This design comes from an exercise in tuning for small area, a short achievable clock period and few clock cycles on the open sky130 flow, not from production work. RTL that was checked went through simulation tests only; none was proved equivalent to the original.

==> run a: inputs <==
## gem_img_line_decoder
module gem_img_line_decoder (
  input  logic        clk,
  input  logic        rst_n,
  input  logic        in_valid,
  output logic        in_ready,
  input  logic [7:0]  in_data_byte,
  input  logic        in_image_start,
  output logic        out_valid,
  input  logic        out_ready,
  output logic [1:0]  out_run_kind,
  output logic [7:0]  out_fill_byte,
  output logic [63:0] out_pattern_word,
  output logic [15:0] out_byte_count,
  output logic        out_end_of_line,
  output logic [7:0]  out_line_repeats,
  output logic        out_image_done,
  input  logic        cfg_valid,
  output logic        cfg_ready,
  input  logic [1:0]  cfg_index,
  input  logic [15:0] cfg_data
);
Settings: LEC_CHECK=0, ABC_AREA=1, CAP_MARGIN=20, CORE_MARGIN=2, CORE_UTILIZATION=60, PLACE_DENSITY=0.75, SETUP_SLACK_MARGIN=5, SLEW_MARGIN=20; clock period 10.5 ns.
standard.sh (not shown) runs the stock make flow with config.mk's settings and CLKGATE_MAP_FILE= SYNTH_SCRIPT=/design/flow/synth_recipe.tcl, a recipe that flattens the netlist after the stock synthesis.
==> flow/flow/run.sh <==
#!/bin/bash
set -euo pipefail
bash standard.sh SETUP_SLACK_MARGIN=7.42 \
  "BUFFER_PORTS_ARGS=-buffer_cell sky130_fd_sc_hd__buf_1" \
  "CTS_ARGS=-sink_clustering_enable -repair_clock_nets -dont_use_dummy_load -sink_clustering_size 24 -sink_clustering_max_diameter 80 -buf_list sky130_fd_sc_hd__clkbuf_16" \
  finish > standard.log 2>&1
==> run b (differences from run a) <==
--- a/flow/design.v
+++ b/flow/design.v
@@ -20,43 +20,10 @@
   localparam logic [3:0] PH_PATTERN = 4'd6;
   localparam logic [3:0] PH_LCOUNT  = 4'd7;
   localparam logic [3:0] PH_LITERAL = 4'd8;
   localparam logic [3:0] PH_LSKIP   = 4'd9;
 endpackage
-module gimg_cmpsub #(
-  parameter int W = 8
-) (
-  input  logic [W-1:0] a,
-  input  logic [W-1:0] b,
-  output logic [W-1:0] d,
-  output logic         ge,
-  output logic         gt
-);
-  localparam int L = $clog2(W);
-  logic [W-1:0] gl [0:L];
-  logic [W-1:0] pl [0:L];
-  assign gl[0] = a & ~b;
-  assign pl[0] = ~(a ^ b);
-  for (genvar l = 0; l < L; l++) begin : g_lvl
-    for (genvar i = 0; i < W; i++) begin : g_bit
-      if (((i >> l) & 1) == 1) begin : g_join
-        localparam int J = ((i >> l) << l) - 1;
-        assign gl[l+1][i] = gl[l][i] | (pl[l][i] & gl[l][J]);
-        assign pl[l+1][i] = pl[l][i] & pl[l][J];
-      end else begin : g_pass
-        assign gl[l+1][i] = gl[l][i];
-        assign pl[l+1][i] = pl[l][i];
-      end
-    end
-  end
-  assign d[0] = ~pl[0][0];
-  for (genvar i = 1; i < W; i++) begin : g_sum
-    assign d[i] = pl[0][i] ^ (gl[L][i-1] | pl[L][i-1]);
-  end
-  assign ge = gl[L][W-1] | pl[L][W-1];
-  assign gt = gl[L][W-1];
-endmodule
 import gimg_pkg::*;
 module gem_img_line_decoder (
   input  logic        clk,
   input  logic        rst_n,
   input  logic        in_valid,
@@ -76,18 +43,20 @@
   output logic        cfg_ready,
   input  logic [1:0]  cfg_index,
   input  logic [15:0] cfg_data
 );
   logic [3:0]  plen_r;
-  logic [15:0] lb_r;
-  logic [15:0] lt_r;
+  logic [15:0] lbm_r;
+  logic        lbz_r;
+  logic [15:0] ltm_r;
+  logic        ltz_r;
   logic        a_vld, b_vld, ir_r;
   logic [7:0]  a_d, b_d;
   logic        b_s;
   logic [3:0]  ph_r;
-  logic [15:0] bl_r;       
-  logic [15:0] ll_r;       
+  logic [15:0] bm_r;       
+  logic [15:0] lm_r;       
   logic        act_r;      
   logic [7:0]  rep_r;      
   logic [10:0] tc_r;       
   logic [2:0]  idx_r;      
   logic        out_vld_r;
@@ -129,31 +98,35 @@
       b_s <= in_image_start;
     end
   end
   logic [7:0]  d;
   logic        line_start;
-  logic [15:0] bl_e;
+  logic [15:0] bme;
   logic        d_zero, d_80, d_ff;
   logic        tagph, solid, lit, patb, first, full, emit, cstep;
   logic [10:0] cnt;
   logic [10:0] dlo;
-  logic        bge, bgt;
-  logic [15:0] diff;
+  logic        blo;
+  logic [15:0] bm_sub;
   logic        eol_c;
   logic [10:0] clip;
   logic [7:0]  llo;
-  logic        lge, lgt;
-  logic [15:0] ll_sub;
+  logic        lbo;
+  logic [15:0] lm_sub;
   logic        done_c;
   logic [7:0]  reps_c;
   logic        more;
   logic [10:0] tc_add, tc_sum;
   logic [3:0]  ph_nxt;
-  logic [15:0] lt_in;
+  logic        ltw;
+  logic [15:0] cfg_dm;
+  logic        cfg_z;
+  logic [15:0] ltm_in;
+  logic        ltz_in;
   assign d = a_d;
   assign line_start = (ph_r == PH_LINE);
-  assign bl_e       = line_start ? lb_r : bl_r;
+  assign bme        = line_start ? lbm_r : bm_r;
   assign d_zero = (d == 8'h00);
   assign d_80   = (d == TAG_BITSTR);
   assign d_ff   = (d == REP_MARK);
   assign tagph = line_start || (ph_r == PH_TAG);
   assign solid = tagph && !d_zero && !d_80;
@@ -166,25 +139,26 @@
   always_comb begin
     if (tagph)    cnt = {4'd0, d[6:0]};
     else if (lit) cnt = 11'd1;
     else          cnt = tc_r;
   end
-  gimg_cmpsub #(.W(11)) u_bl (.a(bl_e[10:0]), .b(cnt), .d(dlo), .ge(bge), .gt(bgt));
-  assign eol_c = (bl_e[15:11] == 5'd0) && !bgt;
-  assign diff  = {bge ? bl_e[15:11] : bl_e[15:11] - 5'd1, dlo};
-  assign clip  = eol_c ? bl_e[10:0] : cnt;
-  gimg_cmpsub #(.W(8)) u_ll (.a(ll_r[7:0]), .b(rep_r), .d(llo), .ge(lge), .gt(lgt));
-  assign done_c = (ll_r[15:8] == 8'd0) && !lgt;
-  assign ll_sub = {lge ? ll_r[15:8] : ll_r[15:8] - 8'd1, llo};
-  assign reps_c = done_c ? ll_r[7:0] : rep_r;
+  assign {blo, dlo} = {1'b0, bme[10:0]} - {1'b0, cnt};
+  assign bm_sub     = {bme[15:11] - {4'd0, blo}, dlo};
+  assign eol_c      = lbz_r || (blo && (bme[15:11] == 5'd0));
+  assign clip       = eol_c ? (lbz_r ? 11'd0 : bme[10:0] + 11'd1) : cnt;
+  assign {lbo, llo} = {1'b0, lm_r[7:0]} - {1'b0, rep_r};
+  assign lm_sub     = {lm_r[15:8] - {7'd0, lbo}, llo};
+  assign done_c     = lbo && (lm_r[15:8] == 8'd0);
+  assign reps_c     = done_c ? lm_r[7:0] + 8'd1 : rep_r;
   assign more   = (tc_r[7:0] != 8'd1);
   assign tc_add = patb ? {3'd0, store_r[63:56]} : 11'h7ff;
   assign tc_sum = tc_r + tc_add;
-  logic ltw, lt_nz;
-  assign ltw   = cfg_valid && (cfg_index == CFG_LINE_TOTAL);
-  assign lt_in = ltw ? cfg_data : lt_r;
-  assign lt_nz = ltw ? (cfg_data != 16'd0) : (lt_r != 16'd0);
+  assign cfg_dm = cfg_data - 16'd1;
+  assign cfg_z  = (cfg_data == 16'd0);
+  assign ltw    = cfg_valid && (cfg_index == CFG_LINE_TOTAL);
+  assign ltm_in = ltw ? cfg_dm : ltm_r;
+  assign ltz_in = ltw ? cfg_z : ltz_r;
   always_comb begin
     ph_nxt = ph_r;
     case (ph_r)
       PH_LINE, PH_TAG: begin
         if (d_zero)    ph_nxt = line_start ? PH_SAW0 : PH_PCOUNT;
@@ -210,28 +184,28 @@
   end
   always_ff @(posedge clk) begin
     if (!rst_n) begin
       act_r <= 1'b0;
     end else if (init) begin
-      act_r <= lt_nz;
+      act_r <= !ltz_in;
     end else if (step && emit && eol_c && done_c) begin
       act_r <= 1'b0;
     end
   end
   always_ff @(posedge clk) begin
     if (init) begin
       ph_r  <= PH_LINE;
-      ll_r  <= lt_in;
+      lm_r  <= ltm_in;
       rep_r <= 8'd1;
     end else if (step) begin
       ph_r <= ph_nxt;
-      if (emit && eol_c)         ll_r <= ll_sub;
+      if (emit && eol_c)         lm_r <= lm_sub;
       if (emit && eol_c)         rep_r <= 8'd1;
       else if (ph_r == PH_REPN)  rep_r <= d_zero ? 8'd1 : d;
     end
     if (step) begin
-      bl_r <= emit ? diff : bl_e;
+      bm_r <= emit ? bm_sub : bme;
       if (cstep || ph_r == PH_LCOUNT)                  tc_r <= {3'd0, d};
       else if ((patb && !full) || lit || ph_r == PH_LSKIP) tc_r <= tc_sum;
       idx_r <= patb ? idx_r + 3'd1 : 3'd0;
     end
   end
@@ -279,21 +253,29 @@
   assign out_line_repeats = reps_r;
   assign out_image_done   = done_r;
   always_ff @(posedge clk) begin
     if (!rst_n) begin
       plen_r <= PATTERN_BYTES_RST;
-      lb_r   <= LINE_BYTES_RST;
-      lt_r   <= LINE_TOTAL_RST;
+      lbm_r  <= LINE_BYTES_RST - 16'd1;
+      lbz_r  <= 1'b0;
+      ltm_r  <= LINE_TOTAL_RST - 16'd1;
+      ltz_r  <= 1'b0;
     end else if (cfg_valid) begin
       case (cfg_index)
         CFG_PATTERN_BYTES: begin
           if (cfg_data[3:0] == 4'd0)     plen_r <= 4'd1;
           else if (cfg_data[3:0] > 4'd8) plen_r <= 4'd8;
           else                           plen_r <= cfg_data[3:0];
         end
-        CFG_LINE_BYTES: lb_r <= cfg_data;
-        CFG_LINE_TOTAL: lt_r <= cfg_data;
+        CFG_LINE_BYTES: begin
+          lbm_r <= cfg_dm;
+          lbz_r <= cfg_z;
+        end
+        CFG_LINE_TOTAL: begin
+          ltm_r <= cfg_dm;
+          ltz_r <= cfg_z;
+        end
         default: begin
         end
       endcase
     end
   end
==> flow/flow/run.sh (replaced) <==
#!/bin/bash
set -euo pipefail
bash standard.sh SETUP_SLACK_MARGIN=7.4 \
  "BUFFER_PORTS_ARGS=-buffer_cell sky130_fd_sc_hd__buf_1" \
  "CTS_ARGS=-sink_clustering_enable -repair_clock_nets -dont_use_dummy_load" \
  finish > standard.log 2>&1
==> metrics.cfg <==
[layout]
fin_cells=1630

[outcome]
status=complete, no violations

[floorplanning]
start_util=0.612

[critical_path]
cp-endpoint=lm_r[13]
crit_family=simple AND/OR/NAND/NOR gates

# the run above: run b

==> metrics.cfg <==
[critical_path]
crit_family=flip-flops

[floorplanning]
start_util=0.616

[layout]
fin_cells=1536

[outcome]
status=complete, no violations

# the run above: run a

Testbench counts of run a, summed over its fixed seeds: cycles 18,194.
Function not checked in run b: the RTL went through the layout flow alone.

-- what the ideal ports hide --
How much do the figures lean on ideal ports? The routed layouts below were timed once more, with nothing changed but the port constraints. Step 1 (the two cells are an assumption about what drives the block):
set clk [get_ports {clk}]
set_driving_cell -lib_cell sky130_fd_sc_hd__clkbuf_16 $clk
set_driving_cell -lib_cell sky130_fd_sc_hd__buf_2 [delete_from_list [all_inputs] $clk]
Step 2, shift: input delay + t, output delay - t, t = (earliest + latest rising clock arrival at the registers) / 2. This alone moves slack from input paths to output paths. Slacks: ideal / step 1 / step 2; pairs: ideal / step 1.
| run | t, ns | setup WS [ns] | worst hold slack (ns) |
|---|---|---|---|
| run a | 0.512 | 7.347 / 7.298 / 6.973 | 0.461 / 0.461 / 0.461 |
| run b | 0.538 | 7.258 / 7.261 / 6.723 | 0.453 / 0.453 / 0.453 |
After both steps setup and hold are still met in every run listed. For run b, which loses most, drivers alone change the setup slack by +0.003 ns; drivers and shift together by -0.535 ns.
